Context: an optimization exercise on an open-source flow, tuned for small area, a short achievable clock period and few clock cycles per item. The choices shown serve that exercise and are no tape-out recipe. Function was checked by simulation only, so behaviour that the tests miss may differ from the original. Power is estimated from default activity; no workload was simulated.

the reference run:
==> flow/design.v <==
`default_nettype none
module startup_ctrl (
    input  logic clk,
    input  logic arst_n,
    output logic core_ready
);
    logic [1:0] cnt;
    always_ff @(posedge clk or negedge arst_n) begin
        if (!arst_n) begin
            cnt        <= '0;
            core_ready <= 1'b0;
        end else if (!core_ready) begin                    
            cnt <= cnt + 1'b1;
            if (cnt == 2'(3 - 1)) begin
                core_ready <= 1'b1;
            end
        end
    end
endmodule
`default_nettype wire
`default_nettype none
module front_end (
    input  logic                       clk,
    input  logic                       arst_n,
    input  logic                       core_ready,
    input  logic                       instr_valid,
    input  logic [16-1:0] instr,
    input  logic                       op_free,
    output logic                       is_valid,
    output logic [25-1:0]         is_instr,
    output logic                       rob_full
);
    localparam int QD = (8 - 2);
    logic [2:0]         wp;
    logic [2:0]         rp;
    logic [2:0]         fcnt;
    logic [2:0]         fcnt_nx;
    logic               accept;
    logic               q_empty;
    logic               is_free;
    logic               direct;
    logic               push;
    logic               pop;
    logic               is_load;
    logic               is_valid_nx;
    logic               op_valid_nx;
    logic [13-1:0] in_q;
    logic [13-1:0] q_head;
    logic [13-1:0] is_q;
    function automatic logic [25-1:0] decode(input logic [13-1:0] q);
        logic [25-1:0] x;
        logic               addi;
        addi          = (q[12:11] == 2'd3);
        x             = '0;
        x[24] = (q[12:11] != 2'd2) && (q[10:8] != 3'd0);
        x[23] = (q[12:11] == 2'd2) && (q[10:8] != 3'd0);
        x[22]  = (q[12:11] == 2'd1);
        x[21:19]   = q[10:8];
        for (int k = 1; k < 8; k++) begin
            x[12 + k - 1] = (q[7:5] == 3'(k));
            x[5 + k - 1]  = !addi && (q[2:0] == 3'(k));
        end
        x[4:0] = addi ? q[4:0] : 5'd0;
        decode = x;
    endfunction
    function automatic logic [2:0] incr(input logic [2:0] p);
        incr = (p == 3'(QD - 1)) ? 3'd0 : p + 3'd1;
    endfunction
    assign accept  = instr_valid & core_ready & ~rob_full;
    assign q_empty = (fcnt == 3'd0);
    assign is_free = ~is_valid | op_free;                  
    assign direct  = is_free & q_empty;
    assign push    = accept & ~direct;
    assign pop     = is_free & ~q_empty;
    assign is_load = (direct & accept) | pop;
    assign in_q[12:11]  = instr[15:14];
    assign in_q[10:8]  = instr[13:11];
    assign in_q[7:5] = instr[10:8];
    assign in_q[4:0]   = (instr[15:14] == 2'd3) ? instr[4:0]
                                                             : {instr[4:3], instr[7:5]};
    res_st #(.DEPTH(QD)) qu_queue (
        .clk(clk),
        .wr_en(push),
        .wr_addr(wp),
        .wr_data(in_q),
        .rd_addr(rp),
        .rd_data(q_head)
    );
    assign is_valid_nx = is_free ? (accept | ~q_empty) : 1'b1;
    assign op_valid_nx = op_free ? is_valid : 1'b1;
    assign fcnt_nx     = fcnt + 3'(push) - 3'(pop);
    always_ff @(posedge clk or negedge arst_n) begin
        if (!arst_n) begin
            wp       <= '0;
            rp       <= '0;
            fcnt     <= '0;
            is_valid <= 1'b0;
            rob_full <= 1'b0;
        end else begin
            if (push) wp <= incr(wp);
            if (pop)  rp <= incr(rp);
            fcnt     <= fcnt_nx;
            is_valid <= is_valid_nx;
            rob_full <= is_valid_nx & op_valid_nx & (fcnt_nx == 3'(QD));
        end
    end
    assign is_q = q_empty ? in_q : q_head;
    always_ff @(posedge clk) begin
        if (is_load) begin
            is_instr <= decode(is_q);
        end
    end
endmodule
`default_nettype wire
`default_nettype none
module res_st #(
    parameter int DEPTH = 8 - 1
) (
    input  logic               clk,
    input  logic               wr_en,
    input  logic [2:0]         wr_addr,
    input  logic [13-1:0] wr_data,
    input  logic [2:0]         rd_addr,
    output logic [13-1:0] rd_data
);
    logic [13-1:0] slots [DEPTH];
    always_ff @(posedge clk) begin
        for (int i = 0; i < DEPTH; i++) begin
            if (wr_en && wr_addr == 3'(i)) begin
                slots[i] <= wr_data;
            end
        end
    end
    always_comb begin
        rd_data = slots[0];
        for (int i = 1; i < DEPTH; i++) begin
            if (rd_addr == 3'(i)) begin
                rd_data = slots[i];
            end
        end
    end
endmodule
`default_nettype wire
`default_nettype none
module rf (
    input  logic                      clk,
    input  logic [8-1:1]  rs1_sel,
    input  logic [8-1:1]  rs2_sel,
    output logic [16-1:0] rs1_data,
    output logic [16-1:0] rs2_data,
    input  logic                      wr_en,
    input  logic                      clr,
    input  logic [2:0]                wr_addr,
    input  logic [16-1:0] wr_data
);
    logic [16-1:0] regs [1:8-1];
    always_ff @(posedge clk) begin
        for (int i = 1; i < 8; i++) begin
            if (clr || (wr_en && wr_addr == 3'(i))) begin
                regs[i] <= wr_data;
            end
        end
    end
    always_comb begin
        rs1_data = '0;
        rs2_data = '0;
        for (int i = 1; i < 8; i++) begin
            rs1_data = rs1_data | (regs[i] & {16{rs1_sel[i]}});
            rs2_data = rs2_data | (regs[i] & {16{rs2_sel[i]}});
        end
    end
endmodule
`default_nettype wire
`default_nettype none
module back_end (
    input  logic                      clk,
    input  logic                      arst_n,
    input  logic                      schedule_en,
    input  logic                      is_valid,
    input  logic [25-1:0]        is_instr,
    output logic                      op_free,
    output logic [8-1:1]  rs1_sel,
    output logic [8-1:1]  rs2_sel,
    input  logic [16-1:0] rs1_data,
    input  logic [16-1:0] rs2_data,
    output logic                      commit_valid,
    output logic [19-1:0]   commit
);
    logic                      credit;
    logic                      fire;
    logic                      load;
    logic                      fwd_a;
    logic                      fwd_b;
    logic                      byp_a;
    logic                      byp_b;
    logic [16-1:0] ld_a;
    logic [16-1:0] ld_b;
    logic                      op_valid;
    logic [16-1:0] a_q;
    logic [16-1:0] b_q;
    logic [2:0]                rd_q;
    logic                      sub_q;
    logic                      sel_x_q;
    logic                      sel_s_q;
    logic [2:0]                c_rd;
    logic [16-1:0] c_val;
    logic [16-1:0] op_a;
    logic [16-1:0] op_b;
    logic [16:0]   sum;
    logic [16-1:0] result;
    assign fire    = op_valid & credit;
    assign op_free = ~op_valid | fire;
    assign load    = op_free & is_valid;
    assign rs1_sel = is_instr[18:12];
    assign rs2_sel = is_instr[11:5];
    assign fwd_a = commit_valid & (c_rd != 3'd0) & rs1_sel[c_rd];
    assign fwd_b = commit_valid & (c_rd != 3'd0) & rs2_sel[c_rd];
    assign byp_a = fire & (rd_q != 3'd0) & rs1_sel[rd_q];
    assign byp_b = fire & (rd_q != 3'd0) & rs2_sel[rd_q];
    assign ld_a  = byp_a ? result : fwd_a ? c_val : rs1_data;
    assign ld_b  = byp_b ? result : (fwd_b ? c_val : rs2_data) | {11'd0, is_instr[4:0]};
    always_ff @(posedge clk or negedge arst_n) begin
        if (!arst_n) begin
            credit       <= 1'b0;
            op_valid     <= 1'b0;
            commit_valid <= 1'b0;
            sel_x_q      <= 1'b0;
            sel_s_q      <= 1'b0;
        end else begin
            credit       <= schedule_en | (credit & ~fire);
            op_valid     <= op_free ? is_valid : 1'b1;
            commit_valid <= fire;
            if (load) begin
                sel_x_q <= is_instr[23];
                sel_s_q <= is_instr[24];
            end
        end
    end
    always_ff @(posedge clk) begin
        if (load) begin
            a_q   <= ld_a;
            b_q   <= ld_b;
            rd_q  <= is_instr[21:19];
            sub_q <= is_instr[22];
        end
    end
    always_comb begin
        op_a   = a_q;
        op_b   = b_q;
        sum    = {op_a, sub_q} + {op_b ^ {16{sub_q}}, sub_q};
        result = ((op_a ^ op_b) & {16{sel_x_q}})
               | (sum[16:1] & {16{sel_s_q}});
    end
    always_ff @(posedge clk) begin
        c_rd  <= rd_q;
        c_val <= result;
    end
    assign commit = {c_rd, c_val};                         
endmodule
`default_nettype wire
`default_nettype none
module qu_core
(
    input  logic                       clk,
    input  logic                       arst_n,
    input  logic                       instr_valid,
    input  logic [16-1:0] instr,
    input  logic                       schedule_en,
    output logic                       core_ready,
    output logic                       rob_full,
    output logic                       commit_valid,
    output logic [19-1:0]    commit
);
    logic                      op_free;
    logic                      is_valid;
    logic [25-1:0]        is_instr;
    logic [8-1:1]  rs1_sel;
    logic [8-1:1]  rs2_sel;
    logic [16-1:0] rs1_data;
    logic [16-1:0] rs2_data;
    startup_ctrl qu_startup_ctrl (
        .clk(clk),
        .arst_n(arst_n),
        .core_ready(core_ready)
    );
    front_end qu_front_end (
        .clk(clk),
        .arst_n(arst_n),
        .core_ready(core_ready),
        .instr_valid(instr_valid),
        .instr(instr),
        .op_free(op_free),
        .is_valid(is_valid),
        .is_instr(is_instr),
        .rob_full(rob_full)
    );
    rf qu_phy_rf (
        .clk(clk),
        .rs1_sel(rs1_sel),
        .rs2_sel(rs2_sel),
        .rs1_data(rs1_data),
        .rs2_data(rs2_data),
        .wr_en(commit_valid),
        .clr(~core_ready),
        .wr_addr(commit[19-1:16]),
        .wr_data(commit[16-1:0])
    );
    back_end qu_back_end (
        .clk(clk),
        .arst_n(arst_n),
        .schedule_en(schedule_en),
        .is_valid(is_valid),
        .is_instr(is_instr),
        .op_free(op_free),
        .rs1_sel(rs1_sel),
        .rs2_sel(rs2_sel),
        .rs1_data(rs1_data),
        .rs2_data(rs2_data),
        .commit_valid(commit_valid),
        .commit(commit)
    );
endmodule
`default_nettype wire
make LEC_CHECK=0 ABC_AREA=1 CAP_MARGIN=20 CORE_MARGIN=2 CORE_UTILIZATION=52 CTS_CLUSTER_DIAMETER=70 CTS_CLUSTER_SIZE=20 PLACE_DENSITY=0.65 SETUP_SLACK_MARGIN=3.3 SLEW_MARGIN=20 finish   # period 5.5 ns
run.sh (not shown) runs the stock make flow with config.mk's settings and CLKGATE_MAP_FILE= SYNTH_SCRIPT=/design/flow/synth_recipe.tcl, a recipe that flattens the netlist after the stock synthesis.
Testbench counts of the reference run, summed over its fixed seeds: cycles 16,024, items 16,000.
The inputs of the trial run differ from those of the reference run as listed below.
--- a/flow/design.v
+++ b/flow/design.v
@@ -219,5 +219,6 @@
     assign byp_b = fire & (rd_q != 3'd0) & rs2_sel[rd_q];
     assign ld_a  = byp_a ? result : fwd_a ? c_val : rs1_data;
-    assign ld_b  = byp_b ? result : (fwd_b ? c_val : rs2_data) | {11'd0, is_instr[4:0]};
+    assign ld_b  = (byp_b ? result : (fwd_b ? c_val : rs2_data) | {11'd0, is_instr[4:0]})
+                 ^ {16{is_instr[22]}};
     always_ff @(posedge clk or negedge arst_n) begin
         if (!arst_n) begin
@@ -248,5 +249,5 @@
         op_a   = a_q;
         op_b   = b_q;
-        sum    = {op_a, sub_q} + {op_b ^ {16{sub_q}}, sub_q};
+        sum    = {op_a, sub_q} + {op_b, sub_q};
         result = ((op_a ^ op_b) & {16{sel_x_q}})
                | (sum[16:1] & {16{sel_s_q}});
### Flow results
Summary of the trial run over the reference run: maximum frequency picked up an extra about 7%; post-placement setup slack picked up an extra 50 ps; number of ordinary and repair buffers in the finished layout picked up an extra 4; total power picked up an extra 0.77 mW; sum of met2 wire segment lengths after detailed routing picked up an extra 820 µm. HPWL after detailed placement delta (the trial run -> the reference run): insignificant. Total wire length: the trial run > the reference run. Total via count in the routed design on the trial run is up relative to the reference run. From the reference run to the trial run the numbers moved as follows: synthesized instance count went up, final non-filler cell area went up, global-route wire length before repair went up, clock period minus worst slack went down. Where cell area after technology mapping is concerned, the reference run is better than the trial run. Of the two values seen for critical path capture point, qu_front_end.rob_full was produced by the trial run and qu_back_end.b_q[13] by the reference run.
Testbench counts of the trial run, summed over its fixed seeds: cycles 16,024, items 16,000.

## static timing again, ports no longer ideal
In the flow no input, the clock included, has a driving cell. The finished layouts below were timed again as built, in two steps.
Step 1, drivers: a clkbuf_16 drives clk and a buf_2 each remaining input, both assumed.
Step 2 moves the port delays by t, midway between the first and last clock arrival at a register: inputs arrive t later, outputs are due t later. That takes back most of the time a late clock gives input paths.
Slacks: no drivers / after step 1 / after step 2; pairs: no drivers / after step 1.
run | t (ns) | slack for setup (ns) | slew at the worst register clock pin (ns)
the reference run | 0.566 | 2.933 / 2.933 / 2.760 | 0.09 / 0.09
the trial run | 0.566 | 3.098 / 3.098 / 2.596 | 0.09 / 0.09
After both steps setup and hold are still met in every run listed. The setup slack of the trial run, which loses most, moves by 0.000 ns with the drivers and by -0.502 ns with both steps.
